This is an optimization exercise on Yosys and OpenROAD, whose aim is small area and a short achievable clock period, not a production implementation.
RTL that was checked went through simulation tests only; none was proved equivalent to the original.
No functional check of the RTL was part of run 1.
Power and IR drop assume default switching activity.

## run.sh

```bash
#!/bin/bash
# synth_recipe.tcl (not shown) runs the flow's synth.tcl, then flattens the netlist and writes it again
# the make line also repeats each setting of config.mk as NAME=value (left out here)
make -C /OpenROAD-flow-scripts/flow DESIGN_CONFIG=/design/flow/config.mk WORK_HOME=/design/flow/orfs CLKGATE_MAP_FILE= SYNTH_SCRIPT=/design/flow/synth_recipe.tcl finish
```

## config.mk

```make
export PLATFORM = sky130hd
export DESIGN_NAME = pst_brain_core
export DESIGN_NICKNAME = pst_brain_core
export VERILOG_FILES = /design/flow/design.v
export SDC_FILE = /design/flow/constraint.sdc
export NUM_CORES = 4
export LEC_CHECK = 0
export CAP_MARGIN = 20
export CORE_MARGIN = 2
export CORE_UTILIZATION = 40
export SLEW_MARGIN = 20
```

## constraint.sdc

```tcl
create_clock -name core_clock -period 40.0 [get_ports {clk}]
set_input_delay 8.0000 -clock core_clock [delete_from_list [all_inputs] [get_ports {clk}]]
set_output_delay 8.0000 -clock core_clock [all_outputs]
set_load 0.01 [all_outputs]
```

## design.v

```verilog
module pst_brain_core (
  input  logic       clk,
  input  logic       rst,
  input  logic [7:0] cur0,
  input  logic [7:0] cur1,
  input  logic [7:0] cur2,
  input  logic [7:0] cur3,
  output logic [7:0] phase0,
  output logic [7:0] phase1,
  output logic [7:0] phase2,
  output logic [7:0] phase3,
  output logic [2:0] winner,
  output logic [7:0] winner_score,
  output logic [7:0] winner_rel,
  output logic [7:0] w_ab,
  output logic [7:0] w_ac,
  output logic [7:0] w_ad,
  output logic [7:0] w_bc,
  output logic [7:0] w_bd,
  output logic [7:0] w_cd,
  output logic [7:0] seq_slot_A,
  output logic [7:0] seq_slot_B,
  output logic       seq_force_valid,
  output logic [7:0] seq_force_pred,
  output logic [7:0] pred_out,
  output logic [7:0] pred_err,
  output logic       reward_out,
  output logic [2:0] gamma_cnt,
  output logic [2:0] theta_cnt,
  output logic       theta_tick,
  output logic       episode_last,
  output logic [2:0] ep_winner,
  output logic [3:0] ep_strength,
  output logic       ep_valid,
  output logic       exploit_mode,
  output logic       explore_mode,
  output logic [1:0] confidence_level,
  output logic       err_explore,
  output logic       delta_tick,
  output logic [2:0] topic_winner,
  output logic [2:0] topic_strength,
  output logic       topic_valid
);
  logic [7:0] r_cnt;
  logic [3:0] r_sp;
  logic [7:0] r_v     [4];
  logic [7:0] r_phase [4];
  logic [6:0] r_w     [6];
  logic [2:0] r_winner;
  logic [7:0] r_win_score, r_win_rel, r_slot_a, r_slot_b, r_pred, r_pred_err;
  logic       r_reward, r_err_explore, r_dcnt;
  logic [1:0] r_rew_run, r_force_left, r_conf, r_err_run;
  logic [2:0] r_gamma_cnt, r_theta_cnt;
  logic [2:0] r_win_cnt [6];
  logic [2:0] r_ep_cnt  [6];
  logic       r_theta_tick, r_delta_tick, r_ep_valid, r_topic_valid;
  logic [2:0] r_ep_winner, r_topic_winner, r_topic_strength;
  logic [3:0] r_ep_strength;
  function automatic logic [8:0] addc8(input logic [7:0] a, input logic [7:0] b,
                                       input logic ci);
    logic       c;
    logic [7:0] s;
    c = ci;
    for (int i = 0; i < 8; i++) begin
      s[i] = a[i] ^ b[i] ^ c;
      c    = (a[i] & b[i]) | (c & (a[i] ^ b[i]));
    end
    addc8 = {c, s};
  endfunction
  function automatic logic gt8(input logic [7:0] a, input logic [7:0] b);
    logic [8:0] r;
    r = addc8(a, ~b, 1'b0);
    gt8 = r[8];
  endfunction
  logic [7:0] w_cur [4];
  assign w_cur[0] = cur0;
  assign w_cur[1] = cur1;
  assign w_cur[2] = cur2;
  assign w_cur[3] = cur3;
  logic w_gamma_end, w_explore;
  assign w_gamma_end = &r_cnt;
  assign w_explore   = ~r_conf[1] | r_err_explore;
  logic [3:0] w_fire;
  logic [8:0] w_rem [4];
  always_comb begin
    for (int c = 0; c < 4; c++) begin
      w_rem[c]  = addc8(r_v[c], ~w_cur[c], 1'b1);
      w_fire[c] = ~r_sp[c] & ~w_rem[c][8];
    end
  end
  logic [7:0] w_ph [4];
  always_comb
    for (int c = 0; c < 4; c++) w_ph[c] = r_sp[c] ? r_v[c] : 8'd255;
  function automatic logic [1:0] pair_a(input int p);
    case (p)
      0, 1, 2: pair_a = 2'd0;
      3, 4:    pair_a = 2'd1;
      default: pair_a = 2'd2;
    endcase
  endfunction
  function automatic logic [1:0] pair_b(input int p);
    case (p)
      0:       pair_b = 2'd1;
      1, 3:    pair_b = 2'd2;
      default: pair_b = 2'd3;
    endcase
  endfunction
  logic [7:0] w_rel [6];
  logic [7:0] w_score [6];
  logic [5:0] w_coh;
  logic [5:0] w_wb [6];
  logic [8:0] q_t1, q_t2, q_wb, q_sc;
  logic       q_valid;
  always_comb begin
    q_t1 = '0; q_t2 = '0; q_wb = '0; q_sc = '0; q_valid = 1'b0;
    for (int p = 0; p < 6; p++) begin
      q_t1    = addc8(r_v[pair_a(p)], ~r_v[pair_b(p)], 1'b0);
      q_t2    = addc8(r_v[pair_b(p)], ~r_v[pair_a(p)], 1'b0);
      q_valid = r_sp[pair_a(p)] & r_sp[pair_b(p)];
      w_rel[p] = ~q_valid ? 8'd0 : (q_t1[8] ? q_t2[7:0] : q_t1[7:0]);
      w_coh[p] = q_valid & gt8(w_rel[p], 8'd234);
      q_wb     = addc8({3'b0, r_w[p][6:2]},
                       {5'b0, ~w_explore & r_ep_valid & (r_ep_winner == 3'(p)),
                        ~w_explore & r_topic_valid & (r_topic_winner == 3'(p)), 1'b0}, 1'b0);
      w_wb[p]  = q_wb[5:0];
      q_sc     = addc8({1'b0, w_rel[p][7:1]}, {2'b0, w_wb[p]}, 1'b0);
      w_score[p] = q_sc[7:0];
    end
  end
  logic       t01, t23, t45, tA, tB;
  logic [7:0] s01, s23, s45, sA;
  logic [2:0] i01, i23, i45, iA;
  logic [2:0] w_winner;
  logic [7:0] w_best;
  always_comb begin
    t01 = gt8(w_score[1], w_score[0]);
    t23 = gt8(w_score[3], w_score[2]);
    t45 = gt8(w_score[5], w_score[4]);
    s01 = t01 ? w_score[1] : w_score[0];
    s23 = t23 ? w_score[3] : w_score[2];
    s45 = t45 ? w_score[5] : w_score[4];
    i01 = t01 ? 3'd1 : 3'd0;
    i23 = t23 ? 3'd3 : 3'd2;
    i45 = t45 ? 3'd5 : 3'd4;
    tA  = gt8(s23, s01);
    sA  = tA ? s23 : s01;
    iA  = tA ? i23 : i01;
    tB  = gt8(s45, sA);
    w_best   = tB ? s45 : sA;
    w_winner = tB ? i45 : iA;
  end
  logic [5:0] w_win1h;
  always_comb
    for (int p = 0; p < 6; p++) w_win1h[p] = (w_winner == 3'(p));
  logic [7:0] w_best_rel;
  logic [6:0] w_win_w;
  logic       w_win_coh;
  always_comb begin
    w_best_rel = 8'd0;
    w_win_w    = 7'd0;
    w_win_coh  = 1'b0;
    for (int p = 0; p < 6; p++) begin
      w_best_rel = w_best_rel | (w_win1h[p] ? w_rel[p] : 8'd0);
      w_win_w    = w_win_w | (w_win1h[p] ? r_w[p] : 7'd0);
      w_win_coh  = w_win_coh | (w_win1h[p] & w_coh[p]);
    end
  end
  logic [7:0] w_pred, w_err;
  logic [8:0] q_e1, q_e2;
  logic       w_reward, w_hi_err;
  logic [1:0] w_rew_run, w_err_run;
  always_comb begin
    if (r_winner == 3'd0)      w_pred = r_slot_a;
    else if (r_winner == 3'd5) w_pred = r_slot_b;
    else                       w_pred = r_win_score;
    q_e1      = addc8(w_best, ~w_pred, 1'b1);
    q_e2      = addc8(w_pred, ~w_best, 1'b1);
    w_err     = q_e1[8] ? q_e1[7:0] : q_e2[7:0];
    w_reward  = ~gt8(w_err, 8'd4);
    w_hi_err  = gt8(w_err, 8'd5);
    w_rew_run = !w_reward ? 2'd0 : ((r_rew_run == 2'd2) ? 2'd2 : r_rew_run + 2'd1);
    w_err_run = !w_hi_err ? 2'd0 : ((r_err_run == 2'd3) ? 2'd3 : r_err_run + 2'd1);
  end
  logic [6:0] w_inc;
  logic [8:0] q_inc, q_dec;
  logic [6:0] w_w_next [6];
  always_comb begin
    q_dec = '0;
    q_inc = addc8({1'b0, w_win_w}, 8'd2, 1'b0);
    w_inc = gt8({1'b0, w_win_w}, 8'd117) ? 7'd120 : q_inc[6:0];
    for (int p = 0; p < 6; p++) begin
      if (w_win1h[p])  w_w_next[p] = w_win_coh ? w_inc : r_w[p];
      else if (r_dcnt) begin
        q_dec = addc8({1'b0, r_w[p]}, 8'hFF, 1'b0);
        w_w_next[p] = (r_w[p] != 7'd0) ? q_dec[6:0] : 7'd0;
      end
      else             w_w_next[p] = r_w[p];
    end
  end
  logic [2:0] v_b, v_m, v_cw;
  logic       v_hit;
  logic [2:0] w_ep_win;
  logic [3:0] w_ep_str;
  always_comb begin
    v_b = 3'd0;
    v_m = r_win_cnt[0];
    for (int p = 1; p < 6; p++)
      if (gt8({5'd0, r_win_cnt[p]}, {5'd0, v_m})) begin
        v_b = 3'(p);
        v_m = r_win_cnt[p];
      end
    v_cw = 3'd0;
    for (int p = 0; p < 6; p++) v_cw = v_cw | (w_win1h[p] ? r_win_cnt[p] : 3'd0);
    v_hit    = (v_cw == v_m);
    w_ep_win = (v_hit | ((v_cw + 3'd1 == v_m) & gt8({5'd0, v_b}, {5'd0, w_winner}))) ? w_winner : v_b;
    w_ep_str = {1'b0, v_m} + {3'd0, v_hit};
  end
  logic [2:0] u_b, u_m, u_cw;
  logic       u_hit;
  logic [2:0] w_topic_win, w_topic_str;
  always_comb begin
    u_b = 3'd0;
    u_m = r_ep_cnt[0];
    for (int p = 1; p < 6; p++)
      if (gt8({5'd0, r_ep_cnt[p]}, {5'd0, u_m})) begin
        u_b = 3'(p);
        u_m = r_ep_cnt[p];
      end
    u_cw = 3'd0;
    for (int p = 0; p < 6; p++) u_cw = u_cw | ((w_ep_win == 3'(p)) ? r_ep_cnt[p] : 3'd0);
    u_hit       = (u_cw == u_m);
    w_topic_win = (u_hit | ((u_cw + 3'd1 == u_m) & gt8({5'd0, u_b}, {5'd0, w_ep_win}))) ? w_ep_win : u_b;
    w_topic_str = u_m + {2'd0, u_hit};
  end
  logic [1:0] w_conf_new;
  always_comb begin
    w_conf_new = r_conf;
    if (w_ep_str >= 4'd7)      w_conf_new = (r_conf == 2'd3) ? 2'd3 : r_conf + 2'd1;
    else if (w_ep_str <= 4'd5) w_conf_new = (r_conf == 2'd0) ? 2'd0 : r_conf - 2'd1;
  end
  always_ff @(posedge clk or posedge rst) begin
    if (rst) begin
      r_cnt <= '0;
      r_sp  <= '0;
      for (int c = 0; c < 4; c++) begin
        r_v[c] <= 8'd199; r_phase[c] <= 8'd255;
      end
      for (int p = 0; p < 6; p++) begin
        r_w[p] <= 7'd64; r_win_cnt[p] <= '0; r_ep_cnt[p] <= '0;
      end
      r_winner <= '0; r_win_score <= '0; r_win_rel <= '0;
      r_slot_a <= 8'd0; r_slot_b <= 8'd213;
      r_pred <= '0; r_pred_err <= '0; r_reward <= 1'b0;
      r_rew_run <= '0; r_force_left <= '0; r_err_run <= '0; r_err_explore <= 1'b0;
      r_dcnt <= 1'b0; r_gamma_cnt <= '0; r_theta_cnt <= '0; r_conf <= 2'd2;
      r_theta_tick <= 1'b0; r_delta_tick <= 1'b0; r_ep_valid <= 1'b0; r_topic_valid <= 1'b0;
      r_ep_winner <= '0; r_ep_strength <= '0; r_topic_winner <= '0; r_topic_strength <= '0;
    end else begin
      r_cnt        <= r_cnt + 8'd1;
      r_theta_tick <= 1'b0;
      r_delta_tick <= 1'b0;
      for (int c = 0; c < 4; c++) begin
        if (w_gamma_end) begin
          r_sp[c] <= 1'b0;
          r_v[c]  <= 8'd199;
        end else if (w_fire[c]) begin
          r_sp[c] <= 1'b1;
          r_v[c]  <= r_cnt;
        end else if (!r_sp[c]) begin
          r_v[c]  <= w_rem[c][7:0];
        end
      end
      if (w_gamma_end) begin
        for (int c = 0; c < 4; c++) r_phase[c] <= w_ph[c];
        for (int p = 0; p < 6; p++) r_w[p] <= w_w_next[p];
        r_winner    <= w_winner;
        r_win_score <= w_best;
        r_win_rel   <= w_best_rel;
        r_slot_a    <= w_score[0];
        r_slot_b    <= w_score[5];
        r_pred      <= w_pred;
        r_pred_err  <= w_err;
        r_reward    <= w_reward;
        r_rew_run   <= w_rew_run;
        if (w_rew_run == 2'd2)         r_force_left <= 2'd2;
        else if (r_force_left != 2'd0) r_force_left <= r_force_left - 2'd1;
        r_err_run <= w_err_run;
        if (w_reward)                  r_err_explore <= 1'b0;
        else if (w_err_run == 2'd3)    r_err_explore <= 1'b1;
        r_dcnt      <= ~r_dcnt;
        r_gamma_cnt <= r_gamma_cnt + 3'd1;
        if (r_gamma_cnt == 3'd7) begin
          for (int p = 0; p < 6; p++) r_win_cnt[p] <= '0;
          r_ep_winner   <= w_ep_win;
          r_ep_strength <= w_ep_str;
          r_ep_valid    <= 1'b1;
          r_conf        <= w_conf_new;
          r_theta_tick  <= 1'b1;
          if (r_theta_cnt == 3'd4) begin
            r_theta_cnt <= '0;
            for (int p = 0; p < 6; p++) r_ep_cnt[p] <= '0;
            r_topic_winner   <= w_topic_win;
            r_topic_strength <= w_topic_str;
            r_topic_valid    <= 1'b1;
            r_delta_tick     <= 1'b1;
          end else begin
            r_theta_cnt <= r_theta_cnt + 3'd1;
            for (int p = 0; p < 6; p++)
              r_ep_cnt[p] <= r_ep_cnt[p] + ((w_ep_win == 3'(p)) ? 3'd1 : 3'd0);
          end
        end else begin
          for (int p = 0; p < 6; p++) r_win_cnt[p] <= r_win_cnt[p] + {2'd0, w_win1h[p]};
        end
      end
    end
  end
  assign phase0 = r_phase[0];
  assign phase1 = r_phase[1];
  assign phase2 = r_phase[2];
  assign phase3 = r_phase[3];
  assign winner = r_winner;
  assign winner_score = r_win_score;
  assign winner_rel   = r_win_rel;
  assign w_ab = {r_w[0], 1'b0};
  assign w_ac = {r_w[1], 1'b0};
  assign w_ad = {r_w[2], 1'b0};
  assign w_bc = {r_w[3], 1'b0};
  assign w_bd = {r_w[4], 1'b0};
  assign w_cd = {r_w[5], 1'b0};
  assign seq_slot_A      = r_slot_a;
  assign seq_slot_B      = r_slot_b;
  assign seq_force_valid = (r_force_left != 2'd0);
  assign seq_force_pred  = seq_force_valid ? r_pred : 8'd0;
  assign pred_out        = r_pred;
  assign pred_err        = r_pred_err;
  assign reward_out      = r_reward;
  assign gamma_cnt       = r_gamma_cnt;
  assign theta_cnt       = r_theta_cnt;
  assign theta_tick      = r_theta_tick;
  assign episode_last    = (r_gamma_cnt == 3'd7);
  assign ep_winner       = r_ep_winner;
  assign ep_strength     = r_ep_strength;
  assign ep_valid        = r_ep_valid;
  assign exploit_mode    = (r_conf == 2'd3);
  assign explore_mode    = w_explore;
  assign confidence_level = r_conf;
  assign err_explore     = r_err_explore;
  assign delta_tick      = r_delta_tick;
  assign topic_winner    = r_topic_winner;
  assign topic_strength  = r_topic_strength;
  assign topic_valid     = r_topic_valid;
endmodule
```

==> results.py, run 1 <==
metrics = {
    "worst_setup_path": {
        "cp_common_cell": "fa_1",
        "critical_path_required_ps": 40440,
        "cp_max_fo": 20,
        "cpPeakStageDelay_ps": 680,
        "start_kind": "flop",
        "crit_arrival_ps": 18300,
        "critPathSlowestCell": "clkinv_1",
        "path_class": "flop to flop",
        "cp-end-kind": "flop",
    },
    "floorplan": {
        "core-area_um2": 52400,
        "fp.dieW_um": 234,
        "die-area_um2": 54800,
        "die_y_um": 234,
        "start_util_pct": 40.4,
        "io_pins": 204,
        "row_count": 84,
    },
    "layout": {
        "final_area_um2": 24800,
        "areaGrowthSynthToFinish_pct": 17.2,
        "fin_nets": 2947,
        "antenna_cells": 0,
        "fillers": 5016,
        "drive_gt1_share_pct": 7.73,
    },
    "logic_synthesis": {
        "synth.top_cells.by_count": "inv_1, nand2_1, nor2_1",
        "synth-simple-area-share_pct": 15.0,
        "synth_edf_count": 0,
        "syn_area_per_cell_um2": 8.79,
        "yosysUniqueCellTypes": 92,
        "seq_area_frac_synth_pct": 28.6,
        "synthArstFlopShare_pct": 100,
        "synth_top_cell_by_area": "dfrtp_1",
        "yosysMostFrequentCell": "inv_1",
        "synth_top_area_share_pct": 20.7,
        "syn_area_um2": 21200,
        "synth_seq_cells": 239,
        "ys_warn_count": 13,
        "synth-adder-area-share_pct": 26.9,
        "synth_xor_area_share_pct": 0.950,
        "synth.mux.area_fraction_pct": 4.62,
        "synth_top_family_by_area": "adder cells",
        "synth-compound-area-share_pct": 16.5,
        "synthTopCellsByArea": "dfrtp_1, fa_1, ha_1, dfstp_2, inv_1",
        "synth_flop_cell": "dfrtp_1",
        "synth_cells": 2411,
    },
    "clock_tree": {
        "clk_path_buf_depth": 3,
        "root_buffer": "clkbuf_16",
        "cts.clk_slew.worst_paths_ps": 60,
        "clock_latency_ps": 610,
        "cts-resized-gates": 0,
        "cts_max_level": 1,
        "clock_sinks": 239,
        "cts_tree": "yes",
        "cts_buffers": 30,
        "hold_buffers": 0,
        "cts_setup_buffers": 0,
    },
    "power_and_ir_drop": {
        "p_seq_share_pct": 21.7,
        "power_frac_clock_pct": 25.9,
        "power.internal_uw": 609,
        "ir_worst_vdd_mv": 0.0442,
        "p_switching_uw": 515,
        "switching_share_pct": 45.8,
        "p_leak_nw": 11.6,
        "power_density_nw_per_um2": 45.2,
        "power_frac_comb_pct": 52.4,
    },
    "routing": {
        "drt_iter0_drc": 1413,
        "routed_wl_mm": 72.1,
        "ant_nets": 0,
        "drcViolationCount": 0,
        "wl_per_cell_um": 22.1,
        "drt-pass1-iter-count": 6,
        "routed-via-count": 18200,
        "vias_per_cell": 5.59,
    },
    "grt": {
        "gr-total-overflow": 0,
        "use_met2_pct": 47.0,
        "globalRoute.busiestLayer": "met2",
        "grtUsageTotal_pct": 26.5,
        "grt_first_pass_wirelength_mm": 111,
        "antenna_found_initial": 1,
        "first_global_vias": 18300,
        "met1_usage_pct": 33.1,
        "grt_max_degree": 105,
        "met3_usage_pct": 2.63,
    },
    "status": {
        "status": "timing/DRC/antenna clean",
    },
    "sta": {
        "setup_viol": 0,
        "period_minus_slack_ps": 17860,
        "setup_tns_ps": 0,
        "max_freq_ghz": 0.0560,
        "rsz0062_at_grt": "false",
        "whs_ps": 474,
        "worst_slack_ps": 22140,
        "slew_viol_final": 0,
        "clock_skew_ps": 53.9,
        "hold_viol_final": 0,
        "finalCritPeriodShare_pct": 44.7,
        "slew_headroom_pct": 26.5,
        "tightest_slew_ps": 1070,
    },
    "hold_path": {
        "hp-class": "flop to flop",
    },
    "placed_design": {
        "dp_slack_ps": 22450,
        "post_dp_cell_area_um2": 23800,
        "gp_congestion": 1.01,
        "io_buffers": 197,
        "dp_hpwl_mm": 57.6,
    },
    "job": {
        "timing.max_cap.violations": 0,
    },
}
state kept, by name (all words and copies together), names as in the netlist, 18 cells and up:
| register | flops |
|---|---|
| r_phase | 32 |
| r_win_cnt | 18 |
| r_v | 32 |
| r_ep_cnt | 18 |
| r_w | 42 |
cells in the final DEF (no fill, tap or decap), types with 10 or more instances in the layout:
cell,n
inv_1,288
nand2_1,271
nor2_1,240
ha_1,207
clkdlybuf4s50_1,197
a21oi_1,178
dfrtp_1,175
o21ai_0,164
fa_1,155
dfstp_2,64
mux2i_1,63
nand3_1,54
nor3_1,49
clkbuf_16,32
a211oi_1,29
mux2_2,25
a31oi_1,23
nor2b_1,22
buf_4,19
o211ai_1,16
nand2b_1,14
a21o_1,14
o22ai_1,14
o21a_1,13
xnor2_1,13
and3_1,12
nand4_1,11
xor2_1,10
through the flow:
step	total power, mW	utilization, %	cells
2_1_floorplan	0.648	-	2416
3_3_place_gp	0.816	45.3	3206
5_1_grt	1.19	47.4	3263
6_report	1.12	47.4	3263
4_1_cts	1.12	47.3	3262
3_5_place_dp	0.824	45.3	3206
final timing paths:
kind / from / end / slack (ps) / depth (start not counted)
max: r_v[1][0] / r_topic_winner[1] / 22140 / 64
min: r_ep_strength[1] / r_ep_strength[1] / 470 / 2
max reg2reg: r_v[1][0] / r_topic_winner[1] / 22140 / 64
min reg2reg: r_ep_strength[1] / r_ep_strength[1] / 470 / 2
max in group asynchronous: rst / r_w[4][6] / 29930 / 5
min in group asynchronous: rst / r_gamma_cnt[0] / 7920 / 2
worst max-delay path, delay by kind of cell (launching register included):
| kind | cells | cell delay (ps) |
|---|---|---|
| buffers and inverters | 9 | 1670 |
| multiplexers | 1 | 370 |
| XOR/XNOR | 1 | 190 |
| flip-flops | 1 | 600 |
| adder cells (fa/ha/maj) | 21 | 7180 |
| AND/OR/NAND/NOR | 14 | 3200 |
| AO/OA/AOI/OAI | 18 | 4410 |
layer usage:
metal,vias up,part of all wire [%]
met5,-,0.018
met4,2,4.1
met3,154,4.3
met2,581,51
met1,9041,41
li1,8456,-
power groups by stage:
stage	registers (mW)	logic (mW)	clock network, mW
final	0.244	0.589	0.291
after global routing	0.244	0.638	0.307
after CTS	0.244	0.580	0.298
after detailed placement	0.248	0.576	0
after global placement	0.248	0.569	0
after floorplan	0.247	0.401	0
kinds of logic (layout without fill, tap and decap cells):
family          Yosys count  after routing
flops                   239            239
xor+xnor                 23             23
simple gates            726            726
fa+ha+maj               362            362
other cells               1              6
buf+inv                 408            567
compound gates          560            560
mux                      92             92
final cells by class:
type                            count  area (um2)  area share [%]
Sequential cell                   239        6060            24.4
Clock buffer                       43         892            3.59
Tap cell                          688         861            3.46
Clock inverter                     13         178           0.715
Inverter                          294        1110            4.47
Multi-Input combinational cell   1769       13600            54.7
Timing Repair Buffer              217        2140            8.62
==> run 2, diff against run 1 <==
--- a/design.v
+++ b/design.v
@@ -56,22 +56,6 @@
   logic       r_theta_tick, r_delta_tick, r_ep_valid, r_topic_valid;
   logic [2:0] r_ep_winner, r_topic_winner, r_topic_strength;
   logic [3:0] r_ep_strength;
-  function automatic logic [8:0] addc8(input logic [7:0] a, input logic [7:0] b,
-                                       input logic ci);
-    logic       c;
-    logic [7:0] s;
-    c = ci;
-    for (int i = 0; i < 8; i++) begin
-      s[i] = a[i] ^ b[i] ^ c;
-      c    = (a[i] & b[i]) | (c & (a[i] ^ b[i]));
-    end
-    addc8 = {c, s};
-  endfunction
-  function automatic logic gt8(input logic [7:0] a, input logic [7:0] b);
-    logic [8:0] r;
-    r = addc8(a, ~b, 1'b0);
-    gt8 = r[8];
-  endfunction
   logic [7:0] w_cur [4];
   assign w_cur[0] = cur0;
   assign w_cur[1] = cur1;
@@ -84,8 +68,8 @@
   logic [8:0] w_rem [4];
   always_comb begin
     for (int c = 0; c < 4; c++) begin
-      w_rem[c]  = addc8(r_v[c], ~w_cur[c], 1'b1);
-      w_fire[c] = ~r_sp[c] & ~w_rem[c][8];
+      w_rem[c]  = {1'b0, r_v[c]} - {1'b0, w_cur[c]};
+      w_fire[c] = ~r_sp[c] & (w_rem[c][8] | (w_rem[c][7:0] == 8'd0));
     end
   end
   logic [7:0] w_ph [4];
@@ -108,23 +92,21 @@
   logic [7:0] w_rel [6];
   logic [7:0] w_score [6];
   logic [5:0] w_coh;
-  logic [5:0] w_wb [6];
-  logic [8:0] q_t1, q_t2, q_wb, q_sc;
+  logic [2:0] w_bias [6];
+  logic [7:0] q_a, q_b, q_diff;
   logic       q_valid;
   always_comb begin
-    q_t1 = '0; q_t2 = '0; q_wb = '0; q_sc = '0; q_valid = 1'b0;
+    q_a = '0; q_b = '0; q_diff = '0; q_valid = 1'b0;
     for (int p = 0; p < 6; p++) begin
-      q_t1    = addc8(r_v[pair_a(p)], ~r_v[pair_b(p)], 1'b0);
-      q_t2    = addc8(r_v[pair_b(p)], ~r_v[pair_a(p)], 1'b0);
+      q_a     = r_v[pair_a(p)];
+      q_b     = r_v[pair_b(p)];
+      q_diff  = (q_a > q_b) ? (q_a - q_b) : (q_b - q_a);
       q_valid = r_sp[pair_a(p)] & r_sp[pair_b(p)];
-      w_rel[p] = ~q_valid ? 8'd0 : (q_t1[8] ? q_t2[7:0] : q_t1[7:0]);
-      w_coh[p] = q_valid & gt8(w_rel[p], 8'd234);
-      q_wb     = addc8({3'b0, r_w[p][6:2]},
-                       {5'b0, ~w_explore & r_ep_valid & (r_ep_winner == 3'(p)),
-                        ~w_explore & r_topic_valid & (r_topic_winner == 3'(p)), 1'b0}, 1'b0);
-      w_wb[p]  = q_wb[5:0];
-      q_sc     = addc8({1'b0, w_rel[p][7:1]}, {2'b0, w_wb[p]}, 1'b0);
-      w_score[p] = q_sc[7:0];
+      w_rel[p]  = q_valid ? ~q_diff : 8'd0;
+      w_coh[p]  = q_valid & (q_diff <= 8'd20);
+      w_bias[p] = {~w_explore & r_ep_valid & (r_ep_winner == 3'(p)),
+                   ~w_explore & r_topic_valid & (r_topic_winner == 3'(p)), 1'b0};
+      w_score[p] = {1'b0, w_rel[p][7:1]} + {3'b0, r_w[p][6:2]} + {5'b0, w_bias[p]};
     end
   end
   logic       t01, t23, t45, tA, tB;
@@ -133,19 +115,19 @@
   logic [2:0] w_winner;
   logic [7:0] w_best;
   always_comb begin
-    t01 = gt8(w_score[1], w_score[0]);
-    t23 = gt8(w_score[3], w_score[2]);
-    t45 = gt8(w_score[5], w_score[4]);
+    t01 = w_score[1] > w_score[0];
+    t23 = w_score[3] > w_score[2];
+    t45 = w_score[5] > w_score[4];
     s01 = t01 ? w_score[1] : w_score[0];
     s23 = t23 ? w_score[3] : w_score[2];
     s45 = t45 ? w_score[5] : w_score[4];
     i01 = t01 ? 3'd1 : 3'd0;
     i23 = t23 ? 3'd3 : 3'd2;
     i45 = t45 ? 3'd5 : 3'd4;
-    tA  = gt8(s23, s01);
+    tA  = s23 > s01;
     sA  = tA ? s23 : s01;
     iA  = tA ? i23 : i01;
-    tB  = gt8(s45, sA);
+    tB  = s45 > sA;
     w_best   = tB ? s45 : sA;
     w_winner = tB ? i45 : iA;
   end
@@ -153,48 +135,32 @@
   always_comb
     for (int p = 0; p < 6; p++) w_win1h[p] = (w_winner == 3'(p));
   logic [7:0] w_best_rel;
-  logic [6:0] w_win_w;
-  logic       w_win_coh;
   always_comb begin
     w_best_rel = 8'd0;
-    w_win_w    = 7'd0;
-    w_win_coh  = 1'b0;
-    for (int p = 0; p < 6; p++) begin
-      w_best_rel = w_best_rel | (w_win1h[p] ? w_rel[p] : 8'd0);
-      w_win_w    = w_win_w | (w_win1h[p] ? r_w[p] : 7'd0);
-      w_win_coh  = w_win_coh | (w_win1h[p] & w_coh[p]);
-    end
+    for (int p = 0; p < 6; p++) w_best_rel = w_best_rel | (w_win1h[p] ? w_rel[p] : 8'd0);
   end
   logic [7:0] w_pred, w_err;
-  logic [8:0] q_e1, q_e2;
   logic       w_reward, w_hi_err;
   logic [1:0] w_rew_run, w_err_run;
   always_comb begin
     if (r_winner == 3'd0)      w_pred = r_slot_a;
     else if (r_winner == 3'd5) w_pred = r_slot_b;
     else                       w_pred = r_win_score;
-    q_e1      = addc8(w_best, ~w_pred, 1'b1);
-    q_e2      = addc8(w_pred, ~w_best, 1'b1);
-    w_err     = q_e1[8] ? q_e1[7:0] : q_e2[7:0];
-    w_reward  = ~gt8(w_err, 8'd4);
-    w_hi_err  = gt8(w_err, 8'd5);
+    w_err     = (w_best > w_pred) ? (w_best - w_pred) : (w_pred - w_best);
+    w_reward  = (w_err < 8'd5);
+    w_hi_err  = (w_err > 8'd5);
     w_rew_run = !w_reward ? 2'd0 : ((r_rew_run == 2'd2) ? 2'd2 : r_rew_run + 2'd1);
     w_err_run = !w_hi_err ? 2'd0 : ((r_err_run == 2'd3) ? 2'd3 : r_err_run + 2'd1);
   end
-  logic [6:0] w_inc;
-  logic [8:0] q_inc, q_dec;
   logic [6:0] w_w_next [6];
   always_comb begin
-    q_dec = '0;
-    q_inc = addc8({1'b0, w_win_w}, 8'd2, 1'b0);
-    w_inc = gt8({1'b0, w_win_w}, 8'd117) ? 7'd120 : q_inc[6:0];
     for (int p = 0; p < 6; p++) begin
-      if (w_win1h[p])  w_w_next[p] = w_win_coh ? w_inc : r_w[p];
-      else if (r_dcnt) begin
-        q_dec = addc8({1'b0, r_w[p]}, 8'hFF, 1'b0);
-        w_w_next[p] = (r_w[p] != 7'd0) ? q_dec[6:0] : 7'd0;
+      w_w_next[p] = r_w[p];
+      if (w_win1h[p]) begin
+        if (w_coh[p]) w_w_next[p] = (r_w[p] >= 7'd118) ? 7'd120 : r_w[p] + 7'd2;
+      end else if (r_dcnt) begin
+        w_w_next[p] = (r_w[p] != 7'd0) ? r_w[p] - 7'd1 : 7'd0;
       end
-      else             w_w_next[p] = r_w[p];
     end
   end
   logic [2:0] v_b, v_m, v_cw;
@@ -205,14 +171,14 @@
     v_b = 3'd0;
     v_m = r_win_cnt[0];
     for (int p = 1; p < 6; p++)
-      if (gt8({5'd0, r_win_cnt[p]}, {5'd0, v_m})) begin
+      if (r_win_cnt[p] > v_m) begin
         v_b = 3'(p);
         v_m = r_win_cnt[p];
       end
     v_cw = 3'd0;
     for (int p = 0; p < 6; p++) v_cw = v_cw | (w_win1h[p] ? r_win_cnt[p] : 3'd0);
     v_hit    = (v_cw == v_m);
-    w_ep_win = (v_hit | ((v_cw + 3'd1 == v_m) & gt8({5'd0, v_b}, {5'd0, w_winner}))) ? w_winner : v_b;
+    w_ep_win = (v_hit | ((v_cw + 3'd1 == v_m) & (w_winner < v_b))) ? w_winner : v_b;
     w_ep_str = {1'b0, v_m} + {3'd0, v_hit};
   end
   logic [2:0] u_b, u_m, u_cw;
@@ -222,14 +188,14 @@
     u_b = 3'd0;
     u_m = r_ep_cnt[0];
     for (int p = 1; p < 6; p++)
-      if (gt8({5'd0, r_ep_cnt[p]}, {5'd0, u_m})) begin
+      if (r_ep_cnt[p] > u_m) begin
         u_b = 3'(p);
         u_m = r_ep_cnt[p];
       end
     u_cw = 3'd0;
     for (int p = 0; p < 6; p++) u_cw = u_cw | ((w_ep_win == 3'(p)) ? r_ep_cnt[p] : 3'd0);
     u_hit       = (u_cw == u_m);
-    w_topic_win = (u_hit | ((u_cw + 3'd1 == u_m) & gt8({5'd0, u_b}, {5'd0, w_ep_win}))) ? w_ep_win : u_b;
+    w_topic_win = (u_hit | ((u_cw + 3'd1 == u_m) & (w_ep_win < u_b))) ? w_ep_win : u_b;
     w_topic_str = u_m + {2'd0, u_hit};
   end
   logic [1:0] w_conf_new;
@@ -243,7 +209,7 @@
       r_cnt <= '0;
       r_sp  <= '0;
       for (int c = 0; c < 4; c++) begin
-        r_v[c] <= 8'd199; r_phase[c] <= 8'd255;
+        r_v[c] <= 8'd200; r_phase[c] <= 8'd255;
       end
       for (int p = 0; p < 6; p++) begin
         r_w[p] <= 7'd64; r_win_cnt[p] <= '0; r_ep_cnt[p] <= '0;
@@ -262,7 +228,7 @@
       for (int c = 0; c < 4; c++) begin
         if (w_gamma_end) begin
           r_sp[c] <= 1'b0;
-          r_v[c]  <= 8'd199;
+          r_v[c]  <= 8'd200;
         end else if (w_fire[c]) begin
           r_sp[c] <= 1'b1;
           r_v[c]  <= r_cnt;
==> run 2 against run 1 <==
  * Synthesized cell count grew 18%
  * Global-route usage grew 1.0 points
  * Sequential share of layout area shrank 2.1 points
  * Wire length grew 16%
  * Sequential power is essentially flat
  * Worst setup slack gained 1400 ps
  * Register-to-register slack gained 1400 ps
  * Die area grew 9.6%
  * Clock skew shrank 26 ps
  * Clock power grew 17%
  * Largest cell class unchanged
==> results.py, run 2 <==
metrics = {
    "logic_synthesis": {
        "yosysMostFrequentCell": "ha_1",
        "syn_area_um2": 23300,
        "synth_seq_cells": 239,
        "synthTopCellsByArea": "dfrtp_1, ha_1, dfstp_2, o21ai_0, nand2_1",
        "synth_top_family_by_area": "compound AO/OA/AOI/OAI gates",
        "synth_edf_count": 0,
        "synth_xor_area_share_pct": 4.52,
        "synth-compound-area-share_pct": 21.1,
        "synth_cells": 2852,
        "synth.top_cells.by_count": "ha_1, nand2_1, o21ai_0",
        "synth_top_cell_by_area": "dfrtp_1",
        "syn_area_per_cell_um2": 8.16,
        "synth-simple-area-share_pct": 17.7,
        "synth-adder-area-share_pct": 20.6,
        "synth_flop_cell": "dfrtp_1",
        "ys_warn_count": 13,
        "synthArstFlopShare_pct": 100,
        "seq_area_frac_synth_pct": 26.0,
        "synth_top_area_share_pct": 19.7,
        "synth.mux.area_fraction_pct": 4.16,
        "yosysUniqueCellTypes": 83,
    },
    "clock_tree": {
        "root_buffer": "clkbuf_16",
        "cts_tree": "yes",
        "clock_latency_ps": 610,
        "cts.clk_slew.worst_paths_ps": 70,
        "cts-resized-gates": 0,
        "hold_buffers": 0,
        "clk_path_buf_depth": 3,
        "cts_max_level": 1,
        "clock_sinks": 239,
        "cts_setup_buffers": 0,
        "cts_buffers": 31,
    },
    "grt": {
        "grtUsageTotal_pct": 27.5,
        "antenna_found_initial": 0,
        "grt_max_degree": 124,
        "grt_first_pass_wirelength_mm": 129,
        "first_global_vias": 21500,
        "gr-total-overflow": 0,
    },
    "sta": {
        "period_minus_slack_ps": 16440,
        "slew_viol_final": 0,
        "setup_tns_ps": 0,
        "slew_headroom_pct": 27.9,
        "max_freq_ghz": 0.0608,
        "tightest_slew_ps": 1080,
        "clock_skew_ps": 27.5,
        "rsz0062_at_grt": "false",
        "hold_viol_final": 0,
        "finalCritPeriodShare_pct": 41.1,
        "setup_viol": 0,
    },
    "layout": {
        "top_register": "r_w",
        "fin_nets": 3394,
        "antenna_cells": 0,
        "layout_commonest_cell": "ha_1",
        "final_util_pct": 47.2,
        "largest_reg_flops": 42,
        "areaGrowthSynthToFinish_pct": 16.9,
        "top_regs": "r_w (42), r_phase (32), r_v (32)",
        "final_cell_mix": "ha_1, nand2_1, o21ai_0",
        "drive_gt1_share_pct": 6.12,
        "final_area_um2": 27200,
    },
    "routing": {
        "ant_nets": 0,
        "routed-via-count": 21900,
        "routed_wl_mm": 83.8,
        "drt-pass1-iter-count": 5,
        "drcViolationCount": 0,
        "wl_per_cell_um": 22.1,
        "drt_iter0_drc": 1885,
        "vias_per_cell": 5.79,
    },
    "floorplan": {
        "die-area_um2": 60100,
        "start_util_pct": 40.4,
        "fp.dieW_um": 245,
        "io_pins": 204,
        "die_y_um": 245,
        "core-area_um2": 57600,
        "row_count": 88,
    },
    "placed_design": {
        "post_dp_cell_area_um2": 26000,
        "gp_congestion": 1.00,
        "dp_hpwl_mm": 66.7,
        "io_buffers": 197,
    },
    "worst_setup_path": {
        "cp_max_fo": 14,
        "r2r-start": "r_v[1][1]",
        "critPathSlowestCell": "dfrtp_1",
        "cpPeakStageDelay_ps": 760,
        "cp-end-kind": "flop",
        "r2r-end": "r_topic_winner[1]",
        "critical_path_required_ps": 40520,
        "path_class": "flop to flop",
        "cp_common_cell": "ha_1",
        "start_kind": "flop",
        "reg2reg_depth": 70,
        "crit_path_end": "r_topic_winner[1]",
        "cp-startpoint": "r_v[1][1]",
        "rrSetupSlack_ps": 23560,
        "crit_arrival_ps": 16960,
    },
    "status": {
        "status": "timing/DRC/antenna clean",
    },
    "job": {
        "timing.max_cap.violations": 0,
    },
    "power_and_ir_drop": {
        "ir_worst_vdd_mv": 0.0345,
        "p_leak_nw": 12.8,
        "p_total_uw": 785,
        "power_density_nw_per_um2": 28.9,
    },
    "hold_path": {
        "hp-class": "flop to flop",
        "hold_path_startpoint": "r_slot_b[2]",
    },
}
[run 2: through the flow]
stage | hold WS [ps] | worst slack, ps | instances
3_3_place_gp | 454 | 24240 | 3731
2_1_floorplan | 449 | 25530 | 2857
4_1_cts | 469 | 23810 | 3789
6_report | 470 | 23560 | 3790
5_1_grt | 489 | 22420 | 3790
3_5_place_dp | 460 | 23880 | 3731
[run 2: how the worst min path moves through the flow]
stage | end | slack, ps | depth (start not counted)
finish | r_slot_b[2] | 470 | 2
global route | r_slot_b[2] | 490 | 2
CTS | r_slot_b[7] | 470 | 2
detailed placement | r_slot_b[7] | 460 | 2
global placement | r_pred_err[3] | 450 | 2
floorplan | r_rew_run[1] | 450 | 2
[run 2: power breakdown]
part           internal (mW)  total, mW  switching [mW]
Combinational         0.0688      0.200           0.131
Sequential             0.243      0.244         0.00148
Clock                  0.220      0.341           0.121
[run 2: worst max-delay path, delay by kind of cell (launching register included)]
family | cells | cell delay (ps)
fa+ha+maj | 10 | 3440
mux | 1 | 340
flops | 1 | 760
compound gates | 29 | 5640
buf+inv | 6 | 1630
simple gates | 20 | 3670
xor+xnor | 4 | 830
[run 2: cells by family (layout without fill, tap and decap cells)]
kind of cell | Yosys count | in the layout
compound gates | 786 | 786
other cells | 1 | 6
simple gates | 894 | 894
xor+xnor | 118 | 118
fa+ha+maj | 361 | 361
mux | 94 | 94
flops | 239 | 239
buf+inv | 359 | 527
[run 2: cell type report]
type,instances,area [um2]
fill,5579,30400
multi-input combinational,2259,15900
sequential,239,6050
timing repair buffer,217,2140
tap,765,957
inverter,252,953
clock buffer,41,893
clock inverter,17,347
[run 2: metal layers]
metal	routed length [um]	track usage, %	part of all wire, %
met5	0	0	0
met4	2810	8.48	3.4
met3	5380	3.65	6.4
met2	37100	43.7	44
met1	38500	38.7	46

re-timing with driven ports:
The flow's constraints put no driver on any port. The routed layouts listed below were extracted and timed again, unchanged, in two steps. Step 1, drivers: a clkbuf_16 drives clk and a buf_2 each remaining input, both assumed. Step 2 also shifts input and output timing later by t, the mid clock arrival at the registers, as if the neighbouring blocks saw the same clock. Slacks: ideal ports / drivers / drivers and shift; pairs: ideal ports / drivers.
| run | t, ns | slack for setup (ns) | worst hold slack (ns) | worst data-port slew with drivers (ns) | pins driven straight from the clock port |
|---|---|---|---|---|---|
| run 1 | 0.645 | 22.140 / 22.140 / 22.140 | 0.474 / 0.474 / 0.474 | 0.04 | 1 |
| run 2 | 0.660 | 23.558 / 23.558 / 23.558 | 0.470 / 0.470 / 0.470 | 0.04 | 1 |
After both steps every run listed still meets setup and hold.
